What follows belongs to an exercise in optimizing a design on an open flow for small area and a short achievable clock period; a production flow would make more cautious choices.
Where RTL was checked, it was by simulation tests only, not by an equivalence proof against the original.
The RTL of runs 3 to 6 was laid out without a check of its function.
Power is estimated from default activity; no workload was simulated.

===== flow/flow/run.sh =====
#!/bin/bash
# Own layout flow: the standard ORFS flow with three changes.
#  * ABC maps for delay (dch; map -D) instead of ORFS's area-recovering script.
#  * Yosys does not extract full/half adder cells, so ABC sees the whole
#    carry logic (ADDER_MAP_FILE empty).
#  * Port buffers are buf_2 cells instead of clkdlybuf4s50_1 delay cells.
# The synthesis itself is otherwise ORFS's (synth_recipe.tcl), so the registers
# and their names are the standard synthesis's.
set -euo pipefail
W=$PWD
rm -rf "$W/scripts_own"
cp -r "$FLOW_HOME/scripts" "$W/scripts_own"
cp "$W/flow/abc_speed.script" "$W/scripts_own/abc_speed.script"
export SCRIPTS_DIR="$W/scripts_own"
export ADDER_MAP_FILE=
export BUFFER_PORTS_ARGS="-buffer_cell sky130_fd_sc_hd__buf_2"
bash standard.sh synth > "$W/own_synth.log" 2>&1
bash standard.sh > "$W/own_layout.log" 2>&1

===== flow/flow/abc_speed.script =====
strash
dch
map -D 800
buffer -p
upsize -D 800
dnsize -D 800
stime -p

===== flow/standard.sh =====
#!/bin/bash
# synth_recipe.tcl (not shown) runs the flow's synth.tcl, then flattens the netlist and writes it again
# the make line also repeats each setting of config.mk as NAME=value (left out here)
make -C /OpenROAD-flow-scripts/flow DESIGN_CONFIG=/design/flow/config.mk WORK_HOME=/design/flow/orfs CLKGATE_MAP_FILE= SYNTH_SCRIPT=/design/flow/synth_recipe.tcl "${@:-finish}"

===== flow/config.mk =====
export PLATFORM = sky130hd
export DESIGN_NAME = executeUnit
export DESIGN_NICKNAME = executeUnit
export VERILOG_FILES = /design/flow/design.v
export SDC_FILE = /design/flow/constraint.sdc
export NUM_CORES = 4
export LEC_CHECK = 0
export CAP_MARGIN = 20
export CORE_MARGIN = 2
export CORE_UTILIZATION = 40
export SETUP_SLACK_MARGIN = 3.0
export SLEW_MARGIN = 20

===== flow/constraint.sdc =====
create_clock -name core_clock -period 5.0 [get_ports {Clk}]
set_input_delay 1.0000 -clock core_clock [delete_from_list [all_inputs] [get_ports {Clk}]]
set_output_delay 1.0000 -clock core_clock [all_outputs]
set_load 0.01 [all_outputs]

===== flow/design.v =====
`timescale 1ns/100ps
module pfxCarry #(
  parameter int N  = 32,
  parameter bit KS = 1
) (
  input  logic [N-1:0] p,
  input  logic [N-1:0] g,
  output logic [N-1:0] c
);
  localparam int L = $clog2(N);
  logic [N-1:0] gg [0:L];
  logic [N-1:0] pp [0:L];
  always_comb begin
    gg[0] = g;
    pp[0] = p;
    for (int k = 0; k < L; k++) begin
      for (int i = 0; i < N; i++) begin
        int j;
        if (KS) j = i - (1 << k);
        else    j = ((i >> k) & 1) ? (((i >> k) << k) - 1) : -1;
        if (j >= 0) begin
          gg[k+1][i] = gg[k][i] | (pp[k][i] & gg[k][j]);
          pp[k+1][i] = pp[k][i] & pp[k][j];
        end else begin
          gg[k+1][i] = gg[k][i];
          pp[k+1][i] = pp[k][i];
        end
      end
    end
  end
  assign c = gg[L];
endmodule
module pfxAdd #(
  parameter int N  = 32,
  parameter bit KS = 1
) (
  input  logic [N-1:0] a,
  input  logic [N-1:0] b,
  output logic [N-1:0] s,
  output logic         co
);
  logic [N-1:0] p, c;
  assign p = a ^ b;
  pfxCarry #(.N(N), .KS(KS)) carry_i (.p (p), .g (a & b), .c (c));
  assign s  = p ^ {c[N-2:0], 1'b0};
  assign co = c[N-1];
endmodule
`timescale 1ns/100ps
module executeUnit (
  input  logic         Clk,
  input  logic         reset,
  input  logic [150:0] idExIn,
  output logic [106:0] exMemOut
);
  localparam bit KS_ALU = 0;
  localparam bit KS_BT  = 0;
  logic [4:0]  inCtrl;
  logic        regDst, aluSrc;
  logic [5:0]  aluOp, funct;
  logic [31:0] pcPlus4, rdA, rdB, imm;
  logic [4:0]  rt, rd, shamt;
  assign inCtrl  = idExIn[150:146];
  assign regDst  = idExIn[145];
  assign aluSrc  = idExIn[144];
  assign aluOp   = idExIn[143:138];
  assign pcPlus4 = idExIn[137:106];
  assign rdA     = idExIn[105:74];
  assign rdB     = idExIn[73:42];
  assign imm     = idExIn[41:10];
  assign rt      = idExIn[9:5];
  assign rd      = idExIn[4:0];
  assign funct   = imm[5:0];
  assign shamt   = imm[10:6];
  logic isR;
  logic dSub, dSlt, dAnd, dOr, dXor, dNor, dSll, dSrl, dShift, dLogic, dArith;
  assign isR    = (aluOp == 6'h00);
  assign dSlt   = (isR & (funct == 6'h2A)) | (aluOp == 6'h0A);
  assign dSub   = (isR & (funct == 6'h22)) | (aluOp == 6'h04) | dSlt;
  assign dAnd   = (isR & (funct == 6'h24)) | (aluOp == 6'h0C);
  assign dOr    = (isR & (funct == 6'h25)) | (aluOp == 6'h0D);
  assign dXor   =  isR & (funct == 6'h26);
  assign dNor   =  isR & (funct == 6'h27);
  assign dSll   =  isR & (funct == 6'h00);
  assign dSrl   =  isR & (funct == 6'h02);
  assign dShift = dSll | dSrl;
  assign dLogic = dAnd | dOr | dXor | dNor;
  assign dArith = ~(dSlt | dLogic | dShift);
  logic [31:0] opB, t, gAdd, gSub, inP, inG, shIn, shPre;
  assign opB  = aluSrc ? imm : rdB;
  assign t    = rdA ^ opB;
  assign gAdd = rdA & opB;
  assign gSub = rdA & ~opB;
  always_comb for (int i = 0; i < 32; i++) shIn[i] = dSll ? opB[31-i] : opB[i];
  assign shPre = shamt[4] ? {16'd0, shIn[31:16]} : shIn;
  assign inP = dShift ? shPre : (dSub ? ~t : t);
  assign inG = dSub ? gSub : gAdd;
  logic [14:0] btLo, btHi0;
  logic        btLoCo, btHiCo;
  pfxAdd #(.N(15), .KS(KS_BT)) btLoAdd_i (.a (pcPlus4[16:2]),  .b (imm[14:0]),  .s (btLo),  .co (btLoCo));
  pfxAdd #(.N(15), .KS(KS_BT)) btHiAdd_i (.a (pcPlus4[31:17]), .b (imm[29:15]), .s (btHi0), .co (btHiCo));
  logic        killQ;                  
  logic [4:0]  ctrlQ, wrQ;
  logic [31:0] rd2Q, pQ, gQ;
  logic        cinQ;
  logic        sumQ, sltQ, srlQ, sllQ, logicQ;
  logic [2:0]  lutQ;                   
  logic [3:0]  shamtQ;
  logic [14:0] btLoQ, btHi0Q;
  logic [1:0]  btPcQ;
  logic        btCQ;
  always_ff @(posedge Clk) begin
    killQ  <= reset;
    ctrlQ  <= inCtrl;
    wrQ    <= regDst ? rd : rt;
    rd2Q   <= rdB;
    pQ     <= inP;
    gQ     <= {inG[31:1], inG[0] | (inP[0] & dSub)};
    cinQ   <= dSub;
    sumQ   <= dArith;
    sltQ   <= dSlt;
    srlQ   <= dSrl;
    sllQ   <= dSll;
    logicQ <= dLogic;
    lutQ   <= {dAnd | dOr, dOr | dXor, dNor};
    shamtQ <= shamt[3:0];
    btPcQ  <= pcPlus4[1:0];
    btLoQ  <= btLo;
    btHi0Q <= btHi0;
    btCQ   <= btLoCo;
  end
  logic [31:0] carry, sum, lres, sh, shRev;
  logic        lt, zAdd, zSh, zL, zero;
  logic [31:0] aluRes;
  pfxCarry #(.N(32), .KS(KS_ALU)) aluCarry_i (.p (pQ), .g (gQ), .c (carry));
  assign sum = pQ ^ {carry[30:0], cinQ};
  always_comb
    for (int i = 0; i < 32; i++)
      lres[i] = gQ[i] ? lutQ[2] : (pQ[i] ? lutQ[1] : lutQ[0]);
  assign sh = pQ >> shamtQ;
  always_comb for (int i = 0; i < 32; i++) shRev[i] = sh[31-i];
  assign lt = pQ[31] ? sum[31] : gQ[31];
  logic [31:0] kin;
  assign kin  = {pQ[30:0] | gQ[30:0], cinQ};
  assign zAdd = (pQ == kin);
  logic [15:0] keep;
  always_comb for (int k = 0; k < 16; k++) keep[k] = (k >= shamtQ);
  assign zSh  = ~|pQ[31:16] & ~|(pQ[15:0] & keep);
  assign zL   = (lres == 32'd0);
  assign aluRes = ({32{sumQ}} & sum) | ({32{srlQ}} & sh) | ({32{sllQ}} & shRev) |
                  lres | {31'd0, sltQ & lt};
  assign zero   = (sumQ & zAdd) | (sltQ & ~lt) | ((srlQ | sllQ) & zSh) | (logicQ & zL);
  logic [14:0] btHi;
  assign btHi = btHi0Q + {14'd0, btCQ};
  logic clr;
  assign clr = reset | killQ;
  always_ff @(posedge Clk) begin
    exMemOut[106:102] <= clr ? 5'd0 : ctrlQ;
    exMemOut[101:70]  <= clr ? 32'd0 : {btHi, btLoQ, btPcQ};
    exMemOut[69]      <= ~reset & (killQ | zero);
    exMemOut[68:37]   <= clr ? 32'd0 : aluRes;
    exMemOut[36:5]    <= clr ? 32'd0 : rd2Q;
    exMemOut[4:0]     <= clr ? 5'd0 : wrQ;
  end
endmodule

==> results of run 1 <==
==> tightest hold or removal path: cells and delay by family (launching register included) <==
kind                   cells  cell delay (ns)
buffers and inverters      1             0.04
flip-flops                 1             0.29
AND/OR/NAND/NOR            1             0.03
==> layout by cell type (no fill, tap or decap), drive strengths merged, types with 18 or more instances in the layout <==
cell type and count:
o21ai 247, a21oi 130, o22ai 34, buf 366
inv 277, a31oi 37, nand2 344, o211ai 58
nand4 24, o21bai 18, nand3 99, nor3 30
dfxtp 260, clkbuf 53, xor2 67, nor2 295
==> worst max path at each step <==
| stage | startpoint | end | slack [ns] | cells past startpoint |
|---|---|---|---|---|
| 3_5_place_dp | idExIn[15] | pQ[31]$_DFF_P_ | 1.41 | 11 |
| 5_1_grt | idExIn[141] | pQ[9]$_DFF_P_ | 2.90 | 10 |
| 3_3_place_gp | idExIn[15] | pQ[31]$_DFF_P_ | 1.44 | 11 |
| 2_1_floorplan | idExIn[15] | gQ[9]$_DFF_P_ | 2.73 | 9 |
| 6_report | idExIn[12] | pQ[14]$_DFF_P_ | 2.95 | 9 |
| 4_1_cts | shamtQ[0]$_DFF_P_ | exMemOut[67]$_SDFF_PP0_ | 2.84 | 7 |
==> registers in the layout, indices dropped and copies added (netlist names), 2 cells and up <==
signal	count
btHi0Q	15
btLoQ	15
btPcQ	2
ctrlQ	5
exMemOut	107
gQ	32
lutQ	3
pQ	32
rd2Q	32
shamtQ	4
wrQ	5
==> area by class of cell <==
class / count / area (µm²)
fillers: 3455 / 16400
multi-input cells: 1541 / 9040
flip-flops and latches: 260 / 5380
repair buffers: 375 / 2990
inverters: 287 / 1190
clock buffers: 44 / 905
well taps: 468 / 586
clock inverters: 12 / 106
diodes: 8 / 20.0
repair inverters: 2 / 12.5
==> metrics by stage <==
| step | std cells | total power, mW | worst slack (ns) | hold slack (ns) | utilization (%) |
|---|---|---|---|---|---|
| floorplan | 2193 | 3.31 | 2.73 | 0.394 | - |
| global placement | 2832 | 3.81 | 1.44 | 0.394 | 45.6 |
| detailed placement | 2832 | 3.82 | 1.41 | 0.399 | 45.6 |
| CTS | 2941 | 6.14 | 2.84 | 0.402 | 51.3 |
| global route | 2995 | 6.56 | 2.90 | 0.405 | 55.3 |
| finish | 2997 | 6.28 | 2.95 | 0.399 | 55.3 |
==> metal layers <==
layer	global-route usage, %	up-vias	routed length [µm]	part of all wire (%)
met4	17.7	8	4030	6.5
met2	47.5	919	27400	44
met5	0	-	46	0.074
li1	-	8002	-	-
met1	39.1	7774	25200	40
met3	6.09	233	5640	9.0
==> cell families after synthesis <==
group                     synth area share (%)
DFF                                       35.0
xor gates and xnor gates                  4.66
muxes                                    0.649
and+or+nand+nor                           23.5
buffers and inverters                     10.6
AOI/OAI and AO/OA                         25.5
==> timing repair <==
action / 4_1_cts / 5_1_grt
setup endpoints to repair: 214 / 203
pin swaps: 30 / 64
setup buffers: 44 / 39
gates cloned: 9 / 9
resized for setup: 199 / 275
==> report_power, final <==
part	total (mW)	switching [mW]	internal, mW	leakage (nW)
logic	1.60	0.999	0.598	6.53
registers	2.47	0.205	2.27	2.19
clock network	2.21	0.905	1.31	0.489
total	6.28	2.11	4.17	9.22
==> summary.txt, run 1 <==
- Status: no timing/DRC/antenna violations
- Hold Startpoint: btLoQ[3]$_DFF_P_
- Fin area: 20,200 µm²
- Antenna-violating nets left: 0
- Crit start category: input pin
- Buf/Inv on CP: 3
- Max frequency: 487 MHz
- Largest net degree at the start of global routing: 57
- Worst EP arrival: 2.55 ns
- Cell chain of the critical path: buf_4 > nor2_4 > nand3_2 > a211oi_4 > nor2_4 > buf_6 > clkbuf_16 > xor2_1 > o21ai_1
- GRT overflow: 0
- Hold bufs inserted after CTS: 0
- Cell Area, Placed: 16,700 µm²
- CTS H-tree lvls: 1
- Cells after Synth: 2,193
- Clock-pin slew on the worst setup and hold paths: 0.06 ns
- Tightest Pin Transition: 0.793 ns
- Most used DFF post-synth: dfxtp_1
- Post-Syn Nets: 2,346
- RSZ-0062 raised after global routing: yes
- Final setup viols: 0
- PD cells: 310 nW/µm²
- Hold Crit Class: flip-flop to flip-flop
- Post-layout net count: 2,650
- Synth Register Bits: 260
- Yosys Warn Count: 7
- Period utilization: 41.0%
- Critical Path RT: 5.50 ns
- Synth top area share: 35.0%
- Detailed placer's ending HPWL: 44.5 mm
- Hold path depth: 2
- R2R Setup Slk: 2.97 ns
- Crit path kind: input pin to flip-flop
- Detailed Routing Iterations Pass 1: 7
- WHS Endpoint: exMemOut[75]$_SDFF_PP0_
- Largest cells by area after synthesis: dfxtp_1, nand2_1, o21ai_0
- First-pass GRT wire length: 90.8 mm
- # IOs: 260
- Core area: 36,600 µm²
- Most common cell in the netlist: nand2_1
- Reg2Reg Depth: 8
- Die width: 197 µm
- VDD IR max: 0.000292 V
- Largest delay share family, worst path: compound AO/OA/AOI/OAI gates
- CTS buffer count: 30
- Clock skew: 0.0162 ns
- Sink Count: 260
- Number of antenna violations at the first check in global routing: 13
- Clock tree from TritonCTS: done
- Port buffer count: 259
- Max-slew headroom: 46.8%
- Clock Tree Buf Depth: 3
- Area Overhead vs Synth: 36.3%
- Rows: 70
- Gp weighted congestion: 0.973
- Worst reg2reg startpoint: lutQ[0]$_DFF_P_
- Initial Utilization: 40.6%
- Syn Area/Cell: 6.77 µm²
- Cell Area, Synth: 14,900 µm²
- Total track usage: 30.4%
- Worst R2R End: exMemOut[69]$_DFF_P_
- Distinct cells, synth: 62
- Clock latency on the worst-skew pair: 0.58 ns
- DRC Markers: 0
- Crit path time final: 2.05 ns
- Asr flop ratio synth: 0%
- First DRT Iteration DRCs: 1,396
- Top post-synthesis cells by count: nand2_1, nor2_1, inv_1
- Pins Over Slew Limit: 0
- Leak pwr: 9.22 nW
- WL per Instance: 20.8 µm
- Via count of the first global-routing pass: 15,700
- Via density: 5.65
- Vias: 16,900
- Max-cap violations: 0
- Die height: 197 µm
- Slowest library cell on the worst path: a211oi_4
- Root Driver: clkbuf_16
- Seq/Total Area, Yosys: 35.0%
- Cell mode on critical path: nor2_4
- Slowest cell delay on critical path: 0.36 ns
- Number of enable flip-flop cells after synthesis: 0
- Final WL: 62.3 mm
- Critical path capture point type: flip-flop
- Final hold violations: 0
- Fraction of layout cells with a size suffix above 1: 29.8%
- Setup TNS: 0 ns
- Max Fanout on Critical Path: 6
- Area of the die: 38,700 µm²
- Area leader, netlist: dfxtp_1
==> inputs of run 2 (changes only) <==
--- a/flow/config.mk
+++ b/flow/config.mk
@@ -8,5 +8,5 @@
 export CAP_MARGIN = 20
 export CORE_MARGIN = 2
 export CORE_UTILIZATION = 40
-export SETUP_SLACK_MARGIN = 3.0
+export SETUP_SLACK_MARGIN = 2.8
 export SLEW_MARGIN = 20
==> summary.txt, run 2 <==
- Status: no timing/DRC/antenna violations
- Distinct cells, synth: 62
- # IOs: 260
- Buf/Inv on CP: 2
- Largest net degree at the start of global routing: 58
- Sink Count: 260
- Crit path time final: 2.18 ns
- Number of enable flip-flop cells after synthesis: 0
- Final hold violations: 0
- Worst EP arrival: 2.69 ns
- DRC Markers: 0
- Top post-synthesis cells by count: nand2_1, nor2_1, inv_1
- RSZ-0062 raised after global routing: yes
- Commonest cells after routing, fill and taps aside: nand2_1, nor2_1, inv_1
- Hold_ws: 0.402 ns
- Area Overhead vs Synth: 23.1%
- Cell Area, Synth: 14,900 µm²
- Post-layout net count: 2,592
- Worst setup margin: 2.82 ns
- Clock-pin slew on the worst setup and hold paths: 0.06 ns
- Area leader, netlist: dfxtp_1
- Switching pwr: 2.00 mW
- Clock Tree Buf Depth: 3
- Die height: 197 µm
- CTS buffer count: 29
- Final setup viols: 0
- Clock skew: 0.0290 ns
- WL per Instance: 20.5 µm
- Gp weighted congestion: 0.988
- Clk network pwr share: 36.3%
- Critical path capture point type: flip-flop
- Rows: 70
- Largest cells by area after synthesis: dfxtp_1, nand2_1, o21ai_0
- Synth Register Bits: 260
- First DRT Iteration DRCs: 1,237
- Post-Syn Nets: 2,346
- Comb pwr share: 23.1%
- Root Driver: clkbuf_16
- Pins Over Slew Limit: 0
- Largest delay share family, worst path: simple AND/OR/NAND/NOR gates
- Die width: 197 µm
- Via density: 5.54
- Most common cell in the netlist: nand2_1
- Leak pwr: 8.60 nW
- Final WL: 60.2 mm
- Pre-CTS setup slack: 1.54 ns
- Antenna-violating nets left: 0
- Area of the die: 38,700 µm²
- Via count of the first global-routing pass: 15,400
- PD cells: 332 nW/µm²
- Max-cap violations: 0
- Number of fill cells in the layout: 3,821
- Setup TNS: 0 ns
- Most common cell after layout, fill and taps aside: nand2_1
- Initial Utilization: 40.6%
- Synth top area share: 35.0%
- Fraction of layout cells with a size suffix above 1: 20.1%
- Yosys Warn Count: 7
- CTS H-tree lvls: 1
- Vias: 16,300
- First-pass GRT wire length: 90.2 mm
- Total track usage: 30.4%
- Most used DFF post-synth: dfxtp_1
- Seq/Total Area, Yosys: 35.0%
- Sequential power share: 40.6%
- Clock latency on the worst-skew pair: 0.60 ns
- Crit start category: flip-flop
- VDD IR max: 0.000321 V
- Port buffer count: 259
- Crit path kind: flip-flop to flip-flop
- Slowest library cell on the worst path: dfxtp_2
- Final core utilization: 49.9%
- Detailed Routing Iterations Pass 1: 5
- Core area: 36,600 µm²
- Hold Crit Class: flip-flop to flip-flop
- Syn Area/Cell: 6.77 µm²
- Max frequency: 459 MHz
- Clock tree from TritonCTS: done
- Largest register by flop count: exMemOut
- Critical Path RT: 5.51 ns
- Sw Ratio: 33.0%
- Asr flop ratio synth: 0%
- Max reg flops: 107
- Slowest cell delay on critical path: 0.43 ns
- Cell chain of the critical path: inv_4 > buf_4 > o21ai_0 > o22ai_2 > nand3_1 > nor3_1 > nand4_1 > a41oi_1
- GRT overflow: 0
- Number of antenna violations at the first check in global routing: 12
- Max Fanout on Critical Path: 14
- Internal: 4.07 mW
- Cells after Synth: 2,193
- Period utilization: 43.6%
- Detailed placer's ending HPWL: 45.7 mm
- Tightest Pin Transition: 0.884 ns
- Hold bufs inserted after CTS: 0
- Max-slew headroom: 40.4%
- Final Power: 6.07 mW
## run 2: cell count changes in the layout (fill, tap and decap cells not counted), sizes merged
cell	previous run	this run
buf	366	318
clkbuf	53	46
clkinvlp	14	8
bufinv	1	3
diode	8	6
inv	277	278
nor2	295	294
## run 2: power by group through the flow
stage / clock network, mW / registers [mW] / logic (mW)
finish: 2.20 / 2.46 / 1.40
CTS: 2.24 / 2.45 / 1.36
global route: 2.33 / 2.48 / 1.54
floorplan: 0 / 2.40 / 0.887
detailed placement: 0 / 2.49 / 1.31
global placement: 0 / 2.49 / 1.31
## run 2: final timing paths
| check | slack [ns] | cells after the start | end | start |
|---|---|---|---|---|
| min | 0.40 | 2 | exMemOut[5]$_SDFF_PP0_ | rd2Q[0]$_DFF_P_ |
| max reg2reg | 2.82 | 8 | exMemOut[69]$_DFF_P_ | lutQ[1]$_DFF_P_ |
| min reg2reg | 0.40 | 2 | exMemOut[5]$_SDFF_PP0_ | rd2Q[0]$_DFF_P_ |
| max | 2.82 | 8 | exMemOut[69]$_DFF_P_ | lutQ[1]$_DFF_P_ |
## run 2: final cells by class
type                    count  area (µm²)  share of cell area, %
repair buffers            319        1860                   10.2
clock inverters             9         139                  0.760
well taps                 468         586                   3.20
repair inverters            2        12.5                 0.0685
diodes                      6        15.0                 0.0821
inverters                 287        1130                   6.19
clock buffers              45         846                   4.63
flip-flops and latches    260        5270                   28.8
multi-input cells        1540        8420                   46.1
## run 2: layer usage
metal / track usage [%] / vias to the layer above / routed length (µm)
li1: - / 7842 / -
met5: 0 / - / 63
met4: 18.3 / 12 / 4280
met3: 6.37 / 195 / 4890
met1: 38.4 / 7458 / 24800
met2: 47.8 / 763 / 26200
## run 2: cell families after synthesis
logic type,after synthesis,share of synthesized area (%)
AO/OA/AOI/OAI,625,25.5
buffers and inverters,397,10.6
AND/OR/NAND/NOR,823,23.5
multiplexers,9,0.649
XOR/XNOR,79,4.66
flip-flops,260,35.0
## run 2: metrics by stage
stage	area, µm²	instances
floorplan	15000	2193
global placement	16500	2834
detailed placement	16500	2834
CTS	17900	2912
global route	18300	2936
finish	18300	2936
## run 2: what timing repair did
action | CTS | global route
pin swaps | 11 | 8
cloned | 6 | 1
setup buffers | 18 | 17
resized for setup | 74 | 68
endpoints found under the setup margin | 156 | 95
## run 2: worst register-to-register path, stage by stage, from the launching register on
cell and delay (ns):
dfxtp_2 0.43, inv_4 0.17, buf_4 0.23, o21ai_0 0.13, o22ai_2 0.19, nand3_1 0.21
nor3_1 0.24, nand4_1 0.23, a41oi_1 0.28
==> inputs of run 3 (changes only) <==
--- a/flow/design.v
+++ b/flow/design.v
@@ -145,7 +145,15 @@
   logic [15:0] keep;
   always_comb for (int k = 0; k < 16; k++) keep[k] = (k >= shamtQ);
   assign zSh  = ~|pQ[31:16] & ~|(pQ[15:0] & keep);
-  assign zL   = (lres == 32'd0);
+  logic [31:0] pg;
+  logic zG, zP, zPG, aPG;
+  assign pg  = pQ | gQ;
+  assign zG  = ~|gQ;
+  assign zP  = ~|pQ;
+  assign zPG = ~|pg;
+  assign aPG = &pg;
+  assign zL = (lutQ[2] & ~lutQ[1] & zG) | (lutQ[2] & lutQ[1] & zPG) |
+              (~lutQ[2] & lutQ[1] & zP) | (lutQ[0] & aPG);
   assign aluRes = ({32{sumQ}} & sum) | ({32{srlQ}} & sh) | ({32{sllQ}} & shRev) |
                   lres | {31'd0, sltQ & lt};
   assign zero   = (sumQ & zAdd) | (sltQ & ~lt) | ((srlQ | sllQ) & zSh) | (logicQ & zL);
--- a/flow/config.mk
+++ b/flow/config.mk
@@ -8,5 +8,5 @@
 export CAP_MARGIN = 20
 export CORE_MARGIN = 2
 export CORE_UTILIZATION = 40
-export SETUP_SLACK_MARGIN = 2.8
+export SETUP_SLACK_MARGIN = 3.0
 export SLEW_MARGIN = 20
==> summary.txt, run 3 <==
- Status: no timing/DRC/antenna violations
- DRC Markers: 0
- Top post-synthesis cells by count: nand2_1, nor2_1, inv_1
- Area of the die: 39,300 µm²
- Yosys Warn Count: 7
- Tightest Pin Transition: 0.740 ns
- GRT overflow: 0
- Via density: 5.66
- Clock Tree Buf Depth: 3
- Post-layout net count: 2,706
- Switching pwr: 2.19 mW
- Clock skew: 0.0292 ns
- Max-slew headroom: 50.2%
- Fin area: 20,200 µm²
- Cell Area, Placed: 16,800 µm²
- Worst EP arrival: 2.69 ns
- Cells after Synth: 2,256
- Area Overhead vs Synth: 33.4%
- CTS buffer count: 28
- Cell chain of the critical path: nor2_1 > nand2_1 > nand4_1 > a221oi_4 > nand4_1 > o211a_1 > a31oi_1
- Most common cell in the netlist: nand2_1
- Root Driver: clkbuf_16
- Synth Register Bits: 260
- Sink Count: 260
- PD cells: 320 nW/µm²
- Internal: 4.26 mW
- Largest net degree at the start of global routing: 65
- R2R Setup Slk: 2.81 ns
- Most common cell after layout, fill and taps aside: nand2_1
- Fraction of layout cells with a size suffix above 1: 27.2%
- Largest cells by area after synthesis: dfxtp_1, nand2_1, nor2_1
- Via count of the first global-routing pass: 16,100
- Leak pwr: 9.03 nW
- CTS H-tree lvls: 1
- Period utilization: 43.8%
- Final WL: 66.4 mm
- Distinct cells, synth: 68
- Post-Syn Nets: 2,409
- Final setup viols: 0
- Max reg flops: 107
- Syn Area/Cell: 6.70 µm²
- Slowest library cell on the worst path: a221oi_4
- Most used DFF post-synth: dfxtp_1
- Wire length on met1: 26.1 mm
- First-pass GRT wire length: 95.5 mm
- Asr flop ratio synth: 0%
- Number of antenna violations at the first check in global routing: 5
- Setup TNS: 0 ns
- Antenna-violating nets left: 0
- WL met3: 6.49 mm
- WL met2: 29.0 mm
- Port buffer count: 259
- Die height: 198 µm
- Hold path depth: 2
- Cell mode on critical path: nand4_1
- Sw Ratio: 33.9%
- Crit start category: flip-flop
- RSZ-0062 raised after global routing: yes
- Detailed placer's ending HPWL: 46.8 mm
- Pins Over Slew Limit: 0
- Gp weighted congestion: 1.01
- Seq/Total Area, Yosys: 34.5%
- Hold bufs inserted after CTS: 0
- Slowest cell delay on critical path: 0.50 ns
- Number of fill cells in the layout: 3,619
- Synth top area share: 34.5%
- Cell Area, Synth: 15,100 µm²
- Worst R2R End: exMemOut[69]$_DFF_P_
- Core area: 37,400 µm²
- Critical path capture point type: flip-flop
- Number of enable flip-flop cells after synthesis: 0
- WHS Endpoint: exMemOut[6]$_SDFF_PP0_
- Highest routed metal layer: met5
- Crit path kind: flip-flop to flip-flop
- Die width: 198 µm
- Total track usage: 32.0%
- First DRT Iteration DRCs: 1,752
- Comb pwr share: 26.1%
- Critical Path RT: 5.50 ns
- Hold Startpoint: rd2Q[1]$_DFF_P_
- Clock-pin slew on the worst setup and hold paths: 0.06 ns
- Rows: 71
- Final hold violations: 0
- Sequential power share: 39.3%
- Reg2Reg Depth: 7
- WL per Instance: 21.5 µm
- Initial Utilization: 40.4%
- Max frequency: 457 MHz
- Largest register by flop count: exMemOut
- Vias: 17,500
- Hold Crit Class: flip-flop to flip-flop
- Clk network pwr share: 34.6%
- Crit path time final: 2.19 ns
- Commonest cells after routing, fill and taps aside: nand2_1, nor2_1, inv_1
- Max Fanout on Critical Path: 5
- # IOs: 260
- Area leader, netlist: dfxtp_1
- VDD IR max: 0.000298 V
- Clock tree from TritonCTS: done
- Clock latency on the worst-skew pair: 0.60 ns
- Detailed Routing Iterations Pass 1: 6
- Max-cap violations: 0
- Worst reg2reg startpoint: gQ[26]$_DFF_P_
## run 3: cell count changes after synthesis, moves of 12 or more
cell | previous run | this run
a21oi_1 | 129 | 161
a22oi_1 | 7 | 27
a31oi_1 | 37 | 22
nand2_1 | 344 | 380
nand3_1 | 97 | 85
nor2_1 | 283 | 309
o22ai_1 | 34 | 14
## run 3: cell families (layout without fill, tap and decap cells)
logic type / after synthesis / after routing / share of synthesized area, %
DFF: 260 / 260 / 34.5
muxes: 10 / 10 / 0.704
AOI/OAI and AO/OA: 631 / 632 / 25.0
buffers and inverters: 393 / 702 / 10.7
other: 0 / 3 / 0
and+or+nand+nor: 890 / 896 / 25.0
xor gates and xnor gates: 72 / 72 / 4.17
## run 3: timing repair
item,in CTS,in global routing
gates cloned,10,9
setup endpoints to repair,265,228
resized for setup,214,236
setup buffers,37,47
pin swaps,17,45
## run 3: worst max-delay path, delay by kind of cell (launching register included)
family	cells	cell delay [ns]
compound gates	3	0.92
simple gates	4	0.76
flops	1	0.41
## run 3: layout make-up
class	count	area, µm²	share of cell area, %
antenna	3	7.51	0.0372
clock buffer	38	808	4.01
clock inverter	11	186	0.925
inverter	281	1140	5.66
multi-input combinational	1610	9000	44.6
sequential	260	5400	26.8
tap	511	639	3.17
timing repair buffer	368	2950	14.6
timing repair inverter	4	27.5	0.137
## run 3: worst max-delay path by stage
stage	startpoint	end	slack, ns
global route	pQ[29]$_DFF_P_	exMemOut[69]$_DFF_P_	2.84
CTS	exMemOut[95]$_SDFF_PP0_	exMemOut[95]	2.93
floorplan	idExIn[12]	pQ[2]$_DFF_P_	2.72
finish	gQ[26]$_DFF_P_	exMemOut[69]$_DFF_P_	2.81
detailed placement	idExIn[11]	pQ[1]$_DFF_P_	1.66
global placement	idExIn[144]	pQ[24]$_DFF_P_	1.70
## run 3: power by group through the flow
stage	logic (mW)	clock network [mW]	registers [mW]
finish	1.68	2.23	2.53
global route	1.83	2.35	2.54
CTS	1.49	2.27	2.50
detailed placement	1.36	0	2.53
global placement	1.35	0	2.53
floorplan	0.964	0	2.40
## run 3: layer usage
| layer | up-vias | track usage (%) |
|---|---|---|
| li1 | 8168 | - |
| met1 | 7988 | 40.2 |
| met2 | 1029 | 50.6 |
| met3 | 279 | 6.80 |
| met4 | 4 | 18.9 |
| met5 | - | 0 |
## run 3: through the flow
stage | total power, mW | cells | setup WS (ns) | utilization, % | hold WS, ns
final | 6.44 | 3086 | 2.81 | 53.9 | 0.400
after global routing | 6.71 | 3083 | 2.84 | 53.9 | 0.405
after CTS | 6.26 | 3027 | 2.93 | 50.4 | 0.402
after detailed placement | 3.89 | 2931 | 1.66 | 44.8 | 0.397
after global placement | 3.88 | 2931 | 1.70 | 44.8 | 0.395
after floorplan | 3.37 | 2256 | 2.72 | - | 0.394
==> inputs of run 4 (changes only) <==
==> flow/flow/run.sh (replaced) <==
#!/bin/bash
# Own layout flow: the standard ORFS flow with these changes.
#  * ABC maps for delay (dch; map -D) instead of ORFS's area-recovering script.
#  * Yosys does not extract full/half adder cells, so ABC sees the whole
#    carry logic (ADDER_MAP_FILE empty).
#  * Port buffers: buf_2 on outputs (before global placement), buf_1 on
#    inputs (right after it), instead of clkdlybuf4s50_1 delay cells.
# The synthesis itself is otherwise ORFS's (synth_recipe.tcl), so the registers
# and their names are the standard synthesis's.
set -euo pipefail
W=$PWD
rm -rf "$W/scripts_own"
cp -r "$FLOW_HOME/scripts" "$W/scripts_own"
cp "$W/flow/abc_speed.script" "$W/scripts_own/abc_speed.script"
export SCRIPTS_DIR="$W/scripts_own"
export ADDER_MAP_FILE=
export BUFFER_PORTS_ARGS="-outputs -buffer_cell sky130_fd_sc_hd__buf_2"
export POST_GLOBAL_PLACE_TCL="$W/flow/post_gpl.tcl"
bash standard.sh synth > "$W/own_synth.log" 2>&1
bash standard.sh > "$W/own_layout.log" 2>&1
==> flow/flow/post_gpl.tcl (new file) <==
# Input ports get the smallest buffer; the output ports were buffered with
# buf_2 before global placement (they drive the 10 fF output load).
buffer_ports -inputs -buffer_cell sky130_fd_sc_hd__buf_1
estimate_parasitics -placement
--- a/flow/config.mk
+++ b/flow/config.mk
@@ -8,5 +8,5 @@
 export CAP_MARGIN = 20
 export CORE_MARGIN = 2
 export CORE_UTILIZATION = 40
-export SETUP_SLACK_MARGIN = 3.0
+export SETUP_SLACK_MARGIN = 2.8
 export SLEW_MARGIN = 20
==> summary.txt, run 4 <==
- Highest routed metal layer: met4
- Max-slew headroom: 26.0%
- Worst EP arrival: 2.70 ns
- Clock tree from TritonCTS: done
- Synth top area share: 34.5%
- Asr flop ratio synth: 0%
- Reg2Reg Depth: 4
- Final WL: 62.4 mm
- Internal: 4.13 mW
- Clock-pin slew on the worst setup and hold paths: 0.06 ns
- Antenna-violating nets left: 0
- Cell Area, Synth: 15,100 µm²
- Hold_ws: 0.393 ns
- Final setup viols: 0
- WL met2: 27.6 mm
- Area Overhead vs Synth: 21.7%
- RSZ-0062 raised after global routing: yes
- Crit path time final: 2.21 ns
- Synth Register Bits: 260
- Number of fill cells in the layout: 3,745
- Yosys Warn Count: 7
- N_diodes: 0
- Total track usage: 30.8%
- Cells after Synth: 2,256
- Largest cells by area after synthesis: dfxtp_1, nand2_1, nor2_1
- Via density: 5.65
- Post-layout net count: 2,659
- Max frequency: 453 MHz
- Most common cell in the netlist: nand2_1
- Slowest library cell on the worst path: clkinvlp_2
- Number of antenna violations at the first check in global routing: 0
- First-pass GRT wire length: 91.7 mm
- Pins Over Slew Limit: 0
- Largest register by flop count: exMemOut
- GRT overflow: 0
- Clk network pwr share: 36.1%
- Switching pwr: 2.15 mW
- Setup TNS: 0 ns
- Max-cap violations: 0
- Post-Synth Adder-Cell Area: 0%
- Port buffer count: 259
- Comb pwr share: 23.9%
- Clock Tree Buf Depth: 3
- Sw Ratio: 34.2%
- Hold path depth: 2
- XOR/XNOR Fraction of Synth Area: 4.17%
- Die width: 198 µm
- Area of the die: 39,300 µm²
- Hold Crit Class: flip-flop to flip-flop
- Die height: 198 µm
- Vias: 17,200
- WL met3: 6.06 mm
- Worst R2R End: exMemOut[38]$_SDFF_PP0_
- Max Fanout on Critical Path: 16
- Post-Syn Nets: 2,409
- Sink Count: 260
- Crit path kind: flip-flop to flip-flop
- Distinct cells, synth: 68
- Rows: 71
- Commonest cells after routing, fill and taps aside: nand2_1, nor2_1, inv_1
- Max reg flops: 107
- Area leader, netlist: dfxtp_1
- Cell chain of the critical path: clkinvlp_2 > nand2_1 > a221oi_1 > a31oi_1
- Most common cell after layout, fill and taps aside: nand2_1
- Initial Utilization: 40.4%
- Status: no timing/DRC/antenna violations
- Number of enable flip-flop cells after synthesis: 0
- Detailed Routing Iterations Pass 1: 6
- Sequential power share: 39.9%
- Crit start category: flip-flop
- Clock latency on the worst-skew pair: 0.61 ns
- Simple-Gate Fraction of Synth Area: 25.0%
- Leak pwr: 8.15 nW
- Via count of the first global-routing pass: 15,700
- CTS H-tree lvls: 1
- Largest family of logic cells by synthesized area: simple AND/OR/NAND/NOR gates
- Syn Area/Cell: 6.70 µm²
- WHS Endpoint: exMemOut[76]$_SDFF_PP0_
- Fraction of layout cells with a size suffix above 1: 13.9%
- Seq/Total Area, Yosys: 34.5%
- Worst reg2reg startpoint: lutQ[1]$_DFF_P_
- Slowest cell delay on critical path: 0.76 ns
- Root Driver: clkbuf_16
- Critical path capture point type: flip-flop
- Clock skew: 0.0236 ns
- Most used DFF post-synth: dfxtp_1
- Detailed placer's ending HPWL: 45.5 mm
- PD cells: 341 nW/µm²
- Mux cell area share after synthesis: 0.704%
- Wire length on met1: 24.9 mm
- Critical Path RT: 5.49 ns
- Hold Startpoint: btLoQ[4]$_DFF_P_
- Final hold violations: 0
- # IOs: 260
- VDD IR max: 0.000326 V
- Complex-gate fraction of the synthesized area: 25.0%
- Tightest Pin Transition: 1.11 ns
- CTS buffer count: 29
- R2R Setup Slk: 2.79 ns
- WL per Instance: 20.5 µm
- Core area: 37,400 µm²
- Period utilization: 44.1%
- Largest net degree at the start of global routing: 56
- First DRT Iteration DRCs: 1,958
- Top post-synthesis cells by count: nand2_1, nor2_1, inv_1
- DRC Markers: 0
run 4: cell counts after synthesis:
No cell type changed its count.
run 4: kinds of logic (layout without fill, tap and decap cells):
kind of cell,count (synthesis),in the layout
simple gates,890,894
compound gates,631,632
buf+inv,393,660
flops,260,260
xor+xnor,72,72
mux,10,10
run 4: final cells by class:
class | instances | area, µm² | area share (%)
clock buffer | 37 | 806 | 4.38
clock inverter | 16 | 205 | 1.12
inverter | 281 | 1090 | 5.92
multi-input combinational | 1608 | 8580 | 46.7
sequential | 260 | 5270 | 28.6
tap | 511 | 639 | 3.48
timing repair buffer | 322 | 1780 | 9.67
timing repair inverter | 4 | 27.5 | 0.150
run 4: timing repair:
item | CTS | global route
gates cloned | 9 | 0
pin swaps | 8 | 12
hold buffers | 0 | 0
endpoints found under the setup margin | 101 | 83
gates resized for setup | 74 | 83
endpoints found under the hold margin | 0 | 0
setup buffers | 11 | 34
run 4: stage by stage:
stage                     setup WS [ns]  instance area [µm²]  utilization (%)  power [mW]  instances
after floorplan                    2.72                15200                -        3.35       2256
after detailed placement           1.49                16500             44.1        3.88       2932
after CTS                          2.80                17900             47.8        6.21       3005
final                              2.79                18400             49.2        6.28       3039
after global routing               2.74                18400             49.2        6.55       3039
after global placement             1.80                15900             42.5        3.78       2779
run 4: how the worst max path moves through the flow:
stage | startpoint | endpoint | slack (ns) | cells after the start
after floorplan | idExIn[12] | pQ[2]$_DFF_P_ | 2.72 | 7
after global placement | idExIn[12] | pQ[30]$_DFF_P_ | 1.80 | 8
after detailed placement | idExIn[11] | pQ[30]$_DFF_P_ | 1.49 | 10
after CTS | idExIn[144] | pQ[18]$_DFF_P_ | 2.80 | 6
after global routing | idExIn[14] | btCQ$_DFF_P_ | 2.74 | 9
final | lutQ[1]$_DFF_P_ | exMemOut[38]$_SDFF_PP0_ | 2.79 | 4
run 4: critical path, delay by kind of cell, from the launching register on:
family,cells,cell delay (ns)
buf+inv,1,0.76
compound gates,2,0.42
flops,1,0.69
simple gates,1,0.22
run 4: metal layers:
layer / up-vias / GRT usage [%]
met2: 1036 / 48.3
met4: 0 / 17.3
met1: 7863 / 40.1
li1: 8059 / -
met3: 220 / 5.20
met5: - / 0
run 4: power groups by stage:
| stage | Clock, mW | Combinational [mW] | Sequential (mW) |
|---|---|---|---|
| after global placement | 0 | 1.26 | 2.52 |
| after CTS | 2.32 | 1.41 | 2.48 |
| after global routing | 2.40 | 1.64 | 2.51 |
| after floorplan | 0 | 0.950 | 2.40 |
| final | 2.27 | 1.50 | 2.51 |
| after detailed placement | 0 | 1.36 | 2.52 |
==> inputs of run 5 (changes only) <==
--- a/flow/flow/run.sh
+++ b/flow/flow/run.sh
@@ -3,6 +3,7 @@
 #  * ABC maps for delay (dch; map -D) instead of ORFS's area-recovering script.
 #  * Yosys does not extract full/half adder cells, so ABC sees the whole
 #    carry logic (ADDER_MAP_FILE empty).
+#  * Clock tree from clkbuf_8 cells, without dummy loads.
 #  * Port buffers: buf_2 on outputs (before global placement), buf_1 on
 #    inputs (right after it), instead of clkdlybuf4s50_1 delay cells.
 # The synthesis itself is otherwise ORFS's (synth_recipe.tcl), so the registers
@@ -16,5 +17,6 @@
 export ADDER_MAP_FILE=
 export BUFFER_PORTS_ARGS="-outputs -buffer_cell sky130_fd_sc_hd__buf_2"
 export POST_GLOBAL_PLACE_TCL="$W/flow/post_gpl.tcl"
+export CTS_ARGS="-sink_clustering_enable -repair_clock_nets -buf_list sky130_fd_sc_hd__clkbuf_8 -dont_use_dummy_load"
 bash standard.sh synth > "$W/own_synth.log" 2>&1
 bash standard.sh > "$W/own_layout.log" 2>&1
==> summary.txt, run 5 <==
- VDD IR max: 0.000281 V
- Antenna-violating nets left: 0
- Die width: 198 µm
- Cell Area, Synth: 15,100 µm²
- Synth top area share: 34.5%
- Root Driver: clkbuf_8
- Commonest cells after routing, fill and taps aside: nand2_1, nor2_1, inv_1
- Number of enable flip-flop cells after synthesis: 0
- Max frequency: 440 MHz
- Tightest Pin Transition: 1.08 ns
- Final hold violations: 0
- Detailed Routing Iterations Pass 1: 8
- Leak pwr: 7.94 nW
- Initial Utilization: 40.4%
- Area leader, netlist: dfxtp_1
- Crit path kind: input pin to flip-flop
- Crit start category: input pin
- Rows: 71
- Final WL: 62.5 mm
- Clock skew: 0.0649 ns
- RSZ-0062 raised after global routing: yes
- Final Power: 5.59 mW
- Critical Path RT: 5.46 ns
- Detailed placer's ending HPWL: 45.5 mm
- Most common cell after layout, fill and taps aside: nand2_1
- Largest cells by area after synthesis: dfxtp_1, nand2_1, nor2_1
- Worst setup margin: 2.73 ns
- Number of fill cells in the layout: 3,834
- Status: no timing/DRC/antenna violations
- Max-slew headroom: 27.1%
- Post-Syn Nets: 2,409
- DRC Markers: 0
- Clock Tree Buf Depth: 3
- Asr flop ratio synth: 0%
- N_diodes: 0
- Fraction of layout cells with a size suffix above 1: 13.3%
- Crit path time final: 2.27 ns
- Via density: 5.65
- Number of antenna violations at the first check in global routing: 0
- Clock tree from TritonCTS: done
- Cell Area, Placed: 16,500 µm²
- GRT overflow: 0
- Critical path capture point type: flip-flop
- Die height: 198 µm
- WL per Instance: 20.7 µm
- Setup TNS: 0 ns
- Most common cell in the netlist: nand2_1
- Max reg flops: 107
- Final setup viols: 0
- Pre-CTS setup slack: 1.49 ns
- Footprint of the multi-input gates: 8570 µm²
- Cells after Synth: 2,256
- Hold Crit Class: flip-flop to flip-flop
- # IOs: 260
- Max-cap violations: 0
- Clock-pin slew on the worst setup and hold paths: 0.06 ns
- First DRT Iteration DRCs: 1,808
- Distinct cells, synth: 68
- Worst EP arrival: 2.73 ns
- Fin area: 17,900 µm²
- Yosys Warn Count: 7
- First-pass GRT wire length: 91.7 mm
- Pins Over Slew Limit: 0
- Post-layout net count: 2,670
- Top post-synthesis cells by count: nand2_1, nor2_1, inv_1
- Period utilization: 45.5%
- Largest register by flop count: exMemOut
- CTS H-tree lvls: 2
- Total track usage: 31.0%
- Most used DFF post-synth: dfxtp_1
- Clock latency on the worst-skew pair: 0.63 ns
- Port buffer count: 259
- PD cells: 313 nW/µm²
- Max Fanout on Critical Path: 34
- Largest net degree at the start of global routing: 56
- Core area: 37,400 µm²
- Area Overhead vs Synth: 18.3%
- CTS buffer count: 45
- Syn Area/Cell: 6.70 µm²
- Vias: 17,100
- Seq/Total Area, Yosys: 34.5%
- Via count of the first global-routing pass: 15,700
- Sink Count: 260
- Area of the die: 39,300 µm²
- Synth Register Bits: 260
- Register Area: 5270 µm²
run 5: worst paths after layout:
kind | cells past startpoint | to | startpoint | slack (ns)
worst min-delay path | 2 | exMemOut[35]$_SDFF_PP0_ | rd2Q[30]$_DFF_P_ | 0.39
worst max register to register | 7 | exMemOut[65]$_SDFF_PP0_ | gQ[20]$_DFF_P_ | 2.78
worst min register to register | 2 | exMemOut[35]$_SDFF_PP0_ | rd2Q[30]$_DFF_P_ | 0.39
worst max-delay path | 6 | pQ[18]$_DFF_P_ | idExIn[144] | 2.73
run 5: repair_timing:
| action | CTS | global route |
|---|---|---|
| cloned | 9 | 0 |
| endpoints found under the setup margin | 100 | 87 |
| resized for setup | 76 | 74 |
| hold endpoints to repair | 0 | 0 |
| hold buffers | 0 | 0 |
| setup buffers | 20 | 20 |
| pin swaps | 10 | 10 |
run 5: routing by layer:
layer	track usage (%)	vias up	wire, µm
li1	-	8048	-
met5	0	-	0
met2	48.8	969	27900
met3	5.43	211	5450
met4	18.0	0	3780
met1	39.8	7878	25400
run 5: area by class of cell:
cell class	instances	area share, %
multi-input cells	1608	47.9
flip-flops and latches	260	29.5
repair inverters	4	0.168
well taps	511	3.58
inverters	281	6.08
repair buffers	317	9.33
clock buffers	45	3.46
run 5: per-stage QoR:
step	utilization, %	cells	hold WS (ns)
6_report	47.8	3026	0.392
5_1_grt	47.8	3026	0.408
2_1_floorplan	-	2256	0.394
4_1_cts	46.9	3006	0.398
3_5_place_dp	44.1	2932	0.398
3_3_place_gp	42.5	2779	0.394
run 5: logic make-up after synthesis:
kind of cell           count (synthesis)  share of synthesized area, %
buffers and inverters                393                          10.7
multiplexers                          10                         0.704
XOR/XNOR                              72                          4.17
flip-flops                           260                          34.5
AND/OR/NAND/NOR                      890                          25.0
AO/OA/AOI/OAI                        631                          25.0
run 5: worst max-delay path, stage by stage:
cell	delay, ns
buf_4	0.22
o21ai_0	0.89
xor2_1	0.17
nor3b_1	0.20
o21ai_0	0.15
nand2_1	0.08
run 5: report_power, final:
group | leakage, nW | switching, mW | internal [mW]
logic | 5.44 | 0.979 | 0.504
clock network | 0.324 | 0.815 | 0.790
registers | 2.17 | 0.243 | 2.26
total | 7.94 | 2.04 | 3.56
==> inputs of run 6 (changes only) <==
--- a/flow/design.v
+++ b/flow/design.v
@@ -85,15 +85,25 @@
   assign dShift = dSll | dSrl;
   assign dLogic = dAnd | dOr | dXor | dNor;
   assign dArith = ~(dSlt | dLogic | dShift);
-  logic [31:0] opB, t, gAdd, gSub, inP, inG, shIn, shPre;
-  assign opB  = aluSrc ? imm : rdB;
-  assign t    = rdA ^ opB;
-  assign gAdd = rdA & opB;
-  assign gSub = rdA & ~opB;
+  logic [31:0] opB, inP, inG, shIn, shPre;
+  logic [3:0]  lutP, lutG;
+  assign opB = aluSrc ? imm : rdB;
+  always_comb begin
+    if (dArith | dSlt) begin
+      lutP = dSub ? 4'b1001 : 4'b0110;
+      lutG = dSub ? 4'b0100 : 4'b1000;
+    end else begin
+      lutP = {dAnd | dOr, dOr | dXor, dOr | dXor, dNor};
+      lutG = 4'b0000;
+    end
+  end
   always_comb for (int i = 0; i < 32; i++) shIn[i] = dSll ? opB[31-i] : opB[i];
   assign shPre = shamt[4] ? {16'd0, shIn[31:16]} : shIn;
-  assign inP = dShift ? shPre : (dSub ? ~t : t);
-  assign inG = dSub ? gSub : gAdd;
+  always_comb
+    for (int i = 0; i < 32; i++) begin
+      inP[i] = lutP[{rdA[i], opB[i]}] | (dShift & shPre[i]);
+      inG[i] = lutG[{rdA[i], opB[i]}];
+    end
   logic [14:0] btLo, btHi0;
   logic        btLoCo, btHiCo;
   pfxAdd #(.N(15), .KS(KS_BT)) btLoAdd_i (.a (pcPlus4[16:2]),  .b (imm[14:0]),  .s (btLo),  .co (btLoCo));
@@ -102,8 +112,7 @@
   logic [4:0]  ctrlQ, wrQ;
   logic [31:0] rd2Q, pQ, gQ;
   logic        cinQ;
-  logic        sumQ, sltQ, srlQ, sllQ, logicQ;
-  logic [2:0]  lutQ;                   
+  logic        sumQ, sltQ, srlQ, sllQ;
   logic [3:0]  shamtQ;
   logic [14:0] btLoQ, btHi0Q;
   logic [1:0]  btPcQ;
@@ -116,26 +125,21 @@
     pQ     <= inP;
     gQ     <= {inG[31:1], inG[0] | (inP[0] & dSub)};
     cinQ   <= dSub;
-    sumQ   <= dArith;
+    sumQ   <= dArith | dLogic;
     sltQ   <= dSlt;
     srlQ   <= dSrl;
     sllQ   <= dSll;
-    logicQ <= dLogic;
-    lutQ   <= {dAnd | dOr, dOr | dXor, dNor};
     shamtQ <= shamt[3:0];
     btPcQ  <= pcPlus4[1:0];
     btLoQ  <= btLo;
     btHi0Q <= btHi0;
     btCQ   <= btLoCo;
   end
-  logic [31:0] carry, sum, lres, sh, shRev;
-  logic        lt, zAdd, zSh, zL, zero;
+  logic [31:0] carry, sum, sh, shRev;
+  logic        lt, zAdd, zSh, zero;
   logic [31:0] aluRes;
   pfxCarry #(.N(32), .KS(KS_ALU)) aluCarry_i (.p (pQ), .g (gQ), .c (carry));
   assign sum = pQ ^ {carry[30:0], cinQ};
-  always_comb
-    for (int i = 0; i < 32; i++)
-      lres[i] = gQ[i] ? lutQ[2] : (pQ[i] ? lutQ[1] : lutQ[0]);
   assign sh = pQ >> shamtQ;
   always_comb for (int i = 0; i < 32; i++) shRev[i] = sh[31-i];
   assign lt = pQ[31] ? sum[31] : gQ[31];
@@ -145,18 +149,9 @@
   logic [15:0] keep;
   always_comb for (int k = 0; k < 16; k++) keep[k] = (k >= shamtQ);
   assign zSh  = ~|pQ[31:16] & ~|(pQ[15:0] & keep);
-  logic [31:0] pg;
-  logic zG, zP, zPG, aPG;
-  assign pg  = pQ | gQ;
-  assign zG  = ~|gQ;
-  assign zP  = ~|pQ;
-  assign zPG = ~|pg;
-  assign aPG = &pg;
-  assign zL = (lutQ[2] & ~lutQ[1] & zG) | (lutQ[2] & lutQ[1] & zPG) |
-              (~lutQ[2] & lutQ[1] & zP) | (lutQ[0] & aPG);
   assign aluRes = ({32{sumQ}} & sum) | ({32{srlQ}} & sh) | ({32{sllQ}} & shRev) |
-                  lres | {31'd0, sltQ & lt};
-  assign zero   = (sumQ & zAdd) | (sltQ & ~lt) | ((srlQ | sllQ) & zSh) | (logicQ & zL);
+                  {31'd0, sltQ & lt};
+  assign zero   = (sumQ & zAdd) | (sltQ & ~lt) | ((srlQ | sllQ) & zSh);
   logic [14:0] btHi;
   assign btHi = btHi0Q + {14'd0, btCQ};
   logic clr;
==> flow/flow/run.sh (replaced) <==
#!/bin/bash
# Own layout flow: the standard ORFS flow with three changes.
#  * ABC maps for delay (dch; map -D) instead of ORFS's area-recovering script.
#  * Yosys does not extract full/half adder cells, so ABC sees the whole
#    carry logic (ADDER_MAP_FILE empty).
#  * Port buffers are buf_2 cells instead of clkdlybuf4s50_1 delay cells.
# The synthesis itself is otherwise ORFS's (synth_recipe.tcl), so the registers
# and their names are the standard synthesis's.
set -euo pipefail
W=$PWD
rm -rf "$W/scripts_own"
cp -r "$FLOW_HOME/scripts" "$W/scripts_own"
cp "$W/flow/abc_speed.script" "$W/scripts_own/abc_speed.script"
export SCRIPTS_DIR="$W/scripts_own"
export ADDER_MAP_FILE=
export BUFFER_PORTS_ARGS="-buffer_cell sky130_fd_sc_hd__buf_2"
bash standard.sh synth > "$W/own_synth.log" 2>&1
bash standard.sh > "$W/own_layout.log" 2>&1
removed: flow/flow/post_gpl.tcl
==> summary.txt, run 6 <==
- Placed instance count: 2,652
- Area of the die: 35,700 µm²
- Yosys Warn Count: 7
- VDD IR max: 0.000264 V
- Cells after Synth: 2,008
- Crit path kind: input pin to flip-flop
- Most common cell after layout, fill and taps aside: nand2_1
- Port buffer count: 259
- Reg2Reg Depth: 8
- Max frequency: 423 MHz
- Clock latency on the worst-skew pair: 0.57 ns
- Most common cell in the netlist: nand2_1
- Clock tree from TritonCTS: done
- Gp weighted congestion: 1.00
- Antenna-violating nets left: 0
- Clock-pin slew on the worst setup and hold paths: 0.06 ns
- Hold_ws: 0.405 ns
- Pre-CTS setup slack: 1.67 ns
- Largest net degree at the start of global routing: 63
- Largest register by flop count: exMemOut
- Hold Crit Class: flip-flop to flip-flop
- Critical path capture point type: flip-flop
- Worst setup margin: 2.64 ns
- Buf/Inv on CP: 2
- Rows: 67
- Status: no timing/DRC/antenna violations
- Syn Area/Cell: 6.80 µm²
- Worst reg2reg startpoint: pQ[2]$_DFF_P_
- Critical Path RT: 5.50 ns
- Pins Over Slew Limit: 0
- Post-layout net count: 2,449
- Leak pwr: 8.31 nW
- Switching pwr: 1.85 mW
- Sink Count: 256
- Comb pwr share: 22.2%
- Top post-synthesis cells by count: nand2_1, nor2_1, dfxtp_1
- Largest delay share family, worst path: simple AND/OR/NAND/NOR gates
- Via density: 5.52
- Fin cells: 2,770
- Synth top area share: 37.5%
- Most used DFF post-synth: dfxtp_1
- Period utilization: 47.3%
- Area leader, netlist: dfxtp_1
- First DRT Iteration DRCs: 1,156
- Detailed Routing Iterations Pass 1: 8
- Internal: 4.05 mW
- Crit start category: input pin
- Hold Startpoint: rd2Q[23]$_DFF_P_
- Tightest Pin Transition: 0.911 ns
- First-pass GRT wire length: 79.4 mm
- Detailed placer's ending HPWL: 39.5 mm
- Final WL: 54.4 mm
- Hold path depth: 2
- Core area: 33,600 µm²
- DRC Markers: 0
- Worst EP arrival: 2.86 ns
- Slowest library cell on the worst path: a21oi_4
- Largest cells by area after synthesis: dfxtp_1, nand2_1, o21ai_0
- Seq/Total Area, Yosys: 37.5%
- Die height: 189 µm
- GRT overflow: 0
- Distinct cells, synth: 62
- Max-slew headroom: 38.6%
- Max reg flops: 107
- Setup TNS: 0 ns
- Worst R2R End: exMemOut[65]$_SDFF_PP0_
- # IOs: 260
- R2R Setup Slk: 2.85 ns
- RSZ-0062 raised after global routing: yes
- WL per Instance: 19.6 µm
- Crit path time final: 2.36 ns
- Sw Ratio: 31.3%
- Max-cap violations: 0
- Clk network pwr share: 37.9%
- PD cells: 330 nW/µm²
- Post-Syn Nets: 2,161
- Sequential power share: 39.9%
- Die width: 189 µm
- Slowest cell delay on critical path: 0.31 ns
- Number of enable flip-flop cells after synthesis: 0
- Final hold violations: 0
- Cell chain of the critical path: buf_2 > nor2_4 > nand4_1 > a21oi_4 > nor2_2 > nand4_4 > nand2_4 > bufbuf_16 > o21ai_1 > a22o_1
- Total track usage: 28.6%
- Max Fanout on Critical Path: 7
- Clock skew: 0.0203 ns
- Via count of the first global-routing pass: 14,000
- Final setup viols: 0
- Clock Tree Buf Depth: 3
- Final Power: 5.90 mW
- Commonest cells after routing, fill and taps aside: nand2_1, buf_2, inv_1
- Number of antenna violations at the first check in global routing: 10
- Cell Area, Synth: 13,700 µm²
- CTS buffer count: 29
- CTS H-tree lvls: 1
- Synth Register Bits: 256
- Asr flop ratio synth: 0%
- Fraction of layout cells with a size suffix above 1: 25.1%
- Root Driver: clkbuf_16
- Initial Utilization: 40.6%
- Area Overhead vs Synth: 30.8%
- WHS Endpoint: exMemOut[28]$_SDFF_PP0_
- Vias: 15,300
run 6: through the flow:
step | cell area [µm²] | utilization (%)
after global routing | 17900 | 53.2
after floorplan | 13900 | -
after global placement | 15500 | 46.1
after detailed placement | 15500 | 46.1
final | 17900 | 53.2
after CTS | 17200 | 51.2
run 6: layout make-up:
| class | count | area, µm² |
|---|---|---|
| tap | 448 | 561 |
| inverter | 258 | 978 |
| clock buffer | 39 | 823 |
| fill | 3339 | 15700 |
| antenna | 7 | 17.5 |
| timing repair buffer | 344 | 2290 |
| timing repair inverter | 2 | 15.0 |
| clock inverter | 11 | 180 |
| sequential | 256 | 5170 |
| multi-input combinational | 1405 | 7840 |
run 6: layer usage:
layer	track usage (%)	up-vias	part of all wire [%]
met5	0	-	0.13
li1	-	7332	-
met4	15.5	10	6.7
met1	35.8	6955	40
met2	47.0	809	45
met3	4.92	189	7.7
run 6: kinds of logic after synthesis:
group	after synthesis	synth area share, %
simple gates	740	23.0
compound gates	610	25.7
buf+inv	351	10.4
flops	256	37.5
xor+xnor	38	2.44
mux	11	0.852
fa+ha+maj	2	0.147
run 6: how the worst max path moves through the flow:
stage	start	to	slack, ns	cells past startpoint
CTS	reset	exMemOut[97]$_SDFF_PP0_	2.73	6
floorplan	idExIn[138]	gQ[0]$_DFF_P_	2.53	9
finish	idExIn[142]	pQ[21]$_DFF_P_	2.64	10
detailed placement	idExIn[138]	pQ[7]$_DFF_P_	1.67	10
global route	idExIn[138]	pQ[8]$_DFF_P_	2.54	11
global placement	idExIn[138]	pQ[7]$_DFF_P_	1.71	10
run 6: power by group through the flow:
stage	Clock [mW]	Combinational, mW	Sequential [mW]
after global routing	2.35	1.43	2.37
after CTS	2.27	1.21	2.34
after floorplan	0	0.749	2.36
after global placement	0	1.15	2.38
final	2.24	1.31	2.35
after detailed placement	0	1.16	2.38
run 6: timing repair:
action                     in CTS  in global routing
hold buffers                    0                  0
setup endpoints to repair     151                131
pin swaps                      24                 32
setup buffers                  28                 17
gates resized for setup        96                128
cloned                          9                  7
run 6: worst reg2reg max path, cell delays in order (launching register included):
cell and delay [ns]:
dfxtp_4 0.41, inv_2 0.09, o31ai_4 0.33, a31oi_4 0.18, o21bai_4 0.23, buf_4 0.15
a21oi_2 0.07, o211ai_1 0.37, a31oi_1 0.16
==> inputs of run 7 (changes only) <==
--- a/flow/design.v
+++ b/flow/design.v
@@ -88,20 +88,19 @@
   logic [31:0] opB, inP, inG, shIn, shPre;
   logic [3:0]  lutP, lutG;
   assign opB = aluSrc ? imm : rdB;
-  always_comb begin
-    if (dArith | dSlt) begin
-      lutP = dSub ? 4'b1001 : 4'b0110;
-      lutG = dSub ? 4'b0100 : 4'b1000;
-    end else begin
-      lutP = {dAnd | dOr, dOr | dXor, dOr | dXor, dNor};
-      lutG = 4'b0000;
-    end
-  end
-  always_comb for (int i = 0; i < 32; i++) shIn[i] = dSll ? opB[31-i] : opB[i];
+  logic dAndi, dOri, dNone;
+  assign dAndi = dAnd | dOr;                   
+  assign dOri  = dOr | dXor;                   
+  assign dNone = dAnd | dNor | dShift;         
+  assign lutP = {dSub | dAndi, ~(dSub | dNone), ~(dSub | dNone), dSub | dNor};
+  assign lutG = {~(dSub | dLogic | dShift), dSub, 2'b00};
+  always_comb
+    for (int i = 0; i < 32; i++)
+      shIn[i] = (dSll & opB[31-i]) | (dSrl & opB[i]);
   assign shPre = shamt[4] ? {16'd0, shIn[31:16]} : shIn;
   always_comb
     for (int i = 0; i < 32; i++) begin
-      inP[i] = lutP[{rdA[i], opB[i]}] | (dShift & shPre[i]);
+      inP[i] = lutP[{rdA[i], opB[i]}] | shPre[i];
       inG[i] = lutG[{rdA[i], opB[i]}];
     end
   logic [14:0] btLo, btHi0;
==> summary.txt, run 7 <==
- Final setup viols: 0
- Final hold violations: 0
- Hold_ws: 0.404 ns
- Pre-CTS setup slack: 1.38 ns
- Worst R2R End: exMemOut[68]$_SDFF_PP0_
- Setup TNS: 0 ns
- # IOs: 260
- Tightest Pin Transition: 0.641 ns
- Synth top area share: 37.0%
- Critical path capture point type: flip-flop
- Die width: 190 µm
- Number of fill cells in the layout: 3,433
- Crit start category: input pin
- Clock Tree Buf Depth: 3
- Crit path time final: 2.17 ns
- First-pass GRT wire length: 79.0 mm
- Pins Over Slew Limit: 0
- Max Fanout on Critical Path: 15
- Worst reg2reg startpoint: shamtQ[1]$_DFF_P_
- Max reg flops: 107
- Fraction of layout cells with a size suffix above 1: 22.7%
- Final core utilization: 51.3%
- Cell Area, Synth: 13,800 µm²
- VDD IR max: 0.000325 V
- DRC Markers: 0
- Max-slew headroom: 56.9%
- Fin cells: 2,771
- Period utilization: 43.4%
- First DRT Iteration DRCs: 1,241
- Clock skew: 0.0137 ns
- Port buffer count: 259
- Asr flop ratio synth: 0%
- Post-layout net count: 2,443
- CTS buffer count: 29
- Hold path depth: 2
- Status: no timing/DRC/antenna violations
- Via density: 5.52
- Placed instance count: 2,667
- Reg2Reg Depth: 9
- Hold Crit Class: flip-flop to flip-flop
- GRT overflow: 0
- Clock tree from TritonCTS: done
- WL per Instance: 19.1 µm
- Commonest cells after routing, fill and taps aside: nand2_1, nor2_1, buf_2
- Top post-synthesis cells by count: nand2_1, nor2_1, dfxtp_1
- Antenna-violating nets left: 0
- Yosys Warn Count: 7
- Detailed placer's ending HPWL: 37.9 mm
- Crit path kind: input pin to flip-flop
- Hold Startpoint: rd2Q[12]$_DFF_P_
- Total track usage: 28.0%
- Clock latency on the worst-skew pair: 0.59 ns
- Worst setup margin: 2.83 ns
- Leak pwr: 8.11 nW
- Largest net degree at the start of global routing: 56
- Cell Area, Placed: 15,600 µm²
- Final Power: 5.89 mW
- Number of antenna violations at the first check in global routing: 10
- Distinct cells, synth: 62
- Core area: 34,300 µm²
- Max frequency: 460 MHz
- Detailed Routing Iterations Pass 1: 6
- Area of the die: 36,100 µm²
- Syn Area/Cell: 6.80 µm²
- Max-cap violations: 0
- Most used DFF post-synth: dfxtp_1
- Gp weighted congestion: 0.917
- Worst EP arrival: 2.61 ns
- Vias: 15,300
- Most common cell after layout, fill and taps aside: nand2_1
- Seq/Total Area, Yosys: 37.0%
- Rows: 68
- Largest cells by area after synthesis: dfxtp_1, nand2_1, o21ai_0
- Critical Path RT: 5.44 ns
- Clock-pin slew on the worst setup and hold paths: 0.07 ns
- Die height: 190 µm
- Via count of the first global-routing pass: 14,200
- Most common cell in the netlist: nand2_1
- WHS Endpoint: exMemOut[17]$_SDFF_PP0_
- Number of enable flip-flop cells after synthesis: 0
- Sink Count: 256
- R2R Setup Slk: 2.89 ns
- CTS H-tree lvls: 1
- Initial Utilization: 40.4%
- Cells after Synth: 2,036
- Final WL: 53.0 mm
- Area leader, netlist: dfxtp_1
- Synth Register Bits: 256
- PD cells: 335 nW/µm²
- RSZ-0062 raised after global routing: yes
- Hold bufs inserted after CTS: 0
- Largest register by flop count: exMemOut
- Fin area: 17,600 µm²
- Area Overhead vs Synth: 27.1%
- Root Driver: clkbuf_16
- Post-Syn Nets: 2,189
==> run 7: changes by cell type after synthesis, sizes merged, moves of 7 or more <==
cell    delta
o221ai    +24
a211oi    -12
o21ai     -35
o21a      +11
a221oi     +7
a22oi     -23
inv       -41
a21oi     -14
xor2       -8
nand2     +48
a31oi     +28
a32oi     +14
a21boi    +13
==> run 7: critical path: stages <==
cell      delay [ns]
buf_2           0.12
nor2_2          0.06
nand3_4         0.13
buf_4           0.14
nand3b_1        0.15
nand2_2         0.12
nor2_4          0.34
nand2_8         0.16
o21ai_0         0.20
o221ai_1        0.17
==> run 7: how the worst max path moves through the flow <==
stage | start | to | cells after the start | slack [ns]
after floorplan | idExIn[13] | pQ[29]$_DFF_P_ | 10 | 2.65
after global placement | idExIn[13] | gQ[10]$_DFF_P_ | 11 | 1.47
after detailed placement | idExIn[13] | gQ[20]$_DFF_P_ | 11 | 1.38
after CTS | shamtQ[3]$_DFF_P_ | exMemOut[60]$_SDFF_PP0_ | 6 | 2.80
after global routing | idExIn[12] | pQ[10]$_DFF_P_ | 10 | 2.76
final | idExIn[138] | pQ[17]$_DFF_P_ | 10 | 2.83
==> run 7: power by group <==
| part | internal, mW | switching (mW) | total (mW) |
|---|---|---|---|
| Combinational | 0.425 | 0.790 | 1.22 |
| Sequential | 2.21 | 0.142 | 2.35 |
| Clock | 1.39 | 0.934 | 2.33 |
==> run 7: kinds of logic after synthesis <==
group	synth area share, %
AND/OR/NAND/NOR	24.0
AO/OA/AOI/OAI	27.1
buffers and inverters	9.41
flip-flops	37.0
XOR/XNOR	1.71
multiplexers	0.696
==> run 7: layout make-up <==
cell class | count | area (µm²) | share of cell area, %
Clock buffer | 34 | 785 | 4.46
Tap cell | 455 | 569 | 3.24
Timing Repair inverter | 4 | 27.5 | 0.156
Inverter | 218 | 843 | 4.79
Timing Repair Buffer | 319 | 2000 | 11.4
Antenna cell | 4 | 10.0 | 0.0569
Clock inverter | 19 | 263 | 1.49
Multi-Input combinational cell | 1462 | 7940 | 45.1
Sequential cell | 256 | 5150 | 29.3
==> run 7: what timing repair did <==
action / in CTS / in global routing
gates cloned: 5 / 6
resized for setup: 53 / 77
setup buffers: 19 / 17
setup endpoints to repair: 107 / 100
pin swaps: 9 / 16
==> run 7: metal layers <==
| metal | GRT usage [%] | share of wire [%] | up-vias | wire length (µm) |
|---|---|---|---|---|
| li1 | - | - | 7447 | - |
| met1 | 36.0 | 42 | 6946 | 22100 |
| met2 | 44.0 | 44 | 714 | 23200 |
| met5 | 0 | 0.12 | - | 63 |
| met4 | 14.9 | 6.0 | 10 | 3180 |
| met3 | 6.16 | 8.4 | 180 | 4480 |

re-timing with driven ports:
The results above use ideal ports. As a check the final layouts listed here were re-extracted and re-timed, cells and wires unchanged. Step 1 assumes that a clkbuf_16 drives the clock port and a buf_2 every other input. Step 2 moves the port delays by t, midway between the first and last clock arrival at a register: inputs arrive t later, outputs are due t later. That takes back most of the time a late clock gives input paths. Slacks: ideal / step 1 / step 2; pairs: ideal / step 1.
run	t (ns)	setup slack, ns	clock arrival spread, ns	slew at the worst register clock pin (ns)	worst data-port slew with drivers (ns)
run 1	0.625	2.948 / 2.921 / 2.352	0.018 / 0.017	0.06 / 0.06	0.09
run 2	0.634	2.822 / 2.822 / 2.237	0.032 / 0.032	0.06 / 0.06	0.07
run 3	0.641	2.810 / 2.810 / 2.349	0.029 / 0.029	0.07 / 0.07	0.09
run 4	0.651	2.794 / 2.794 / 2.273	0.031 / 0.031	0.07 / 0.07	0.05
run 5	0.645	2.727 / 2.745 / 2.100	0.066 / 0.065	0.06 / 0.06	0.04
run 6	0.615	2.636 / 2.668 / 2.053	0.021 / 0.020	0.06 / 0.06	0.10
run 7	0.635	2.828 / 2.852 / 2.218	0.013 / 0.013	0.07 / 0.07	0.12
After both steps setup and hold are still met in every run listed. For run 5, which loses most, drivers alone change the setup slack by +0.018 ns; drivers and shift together by -0.627 ns.
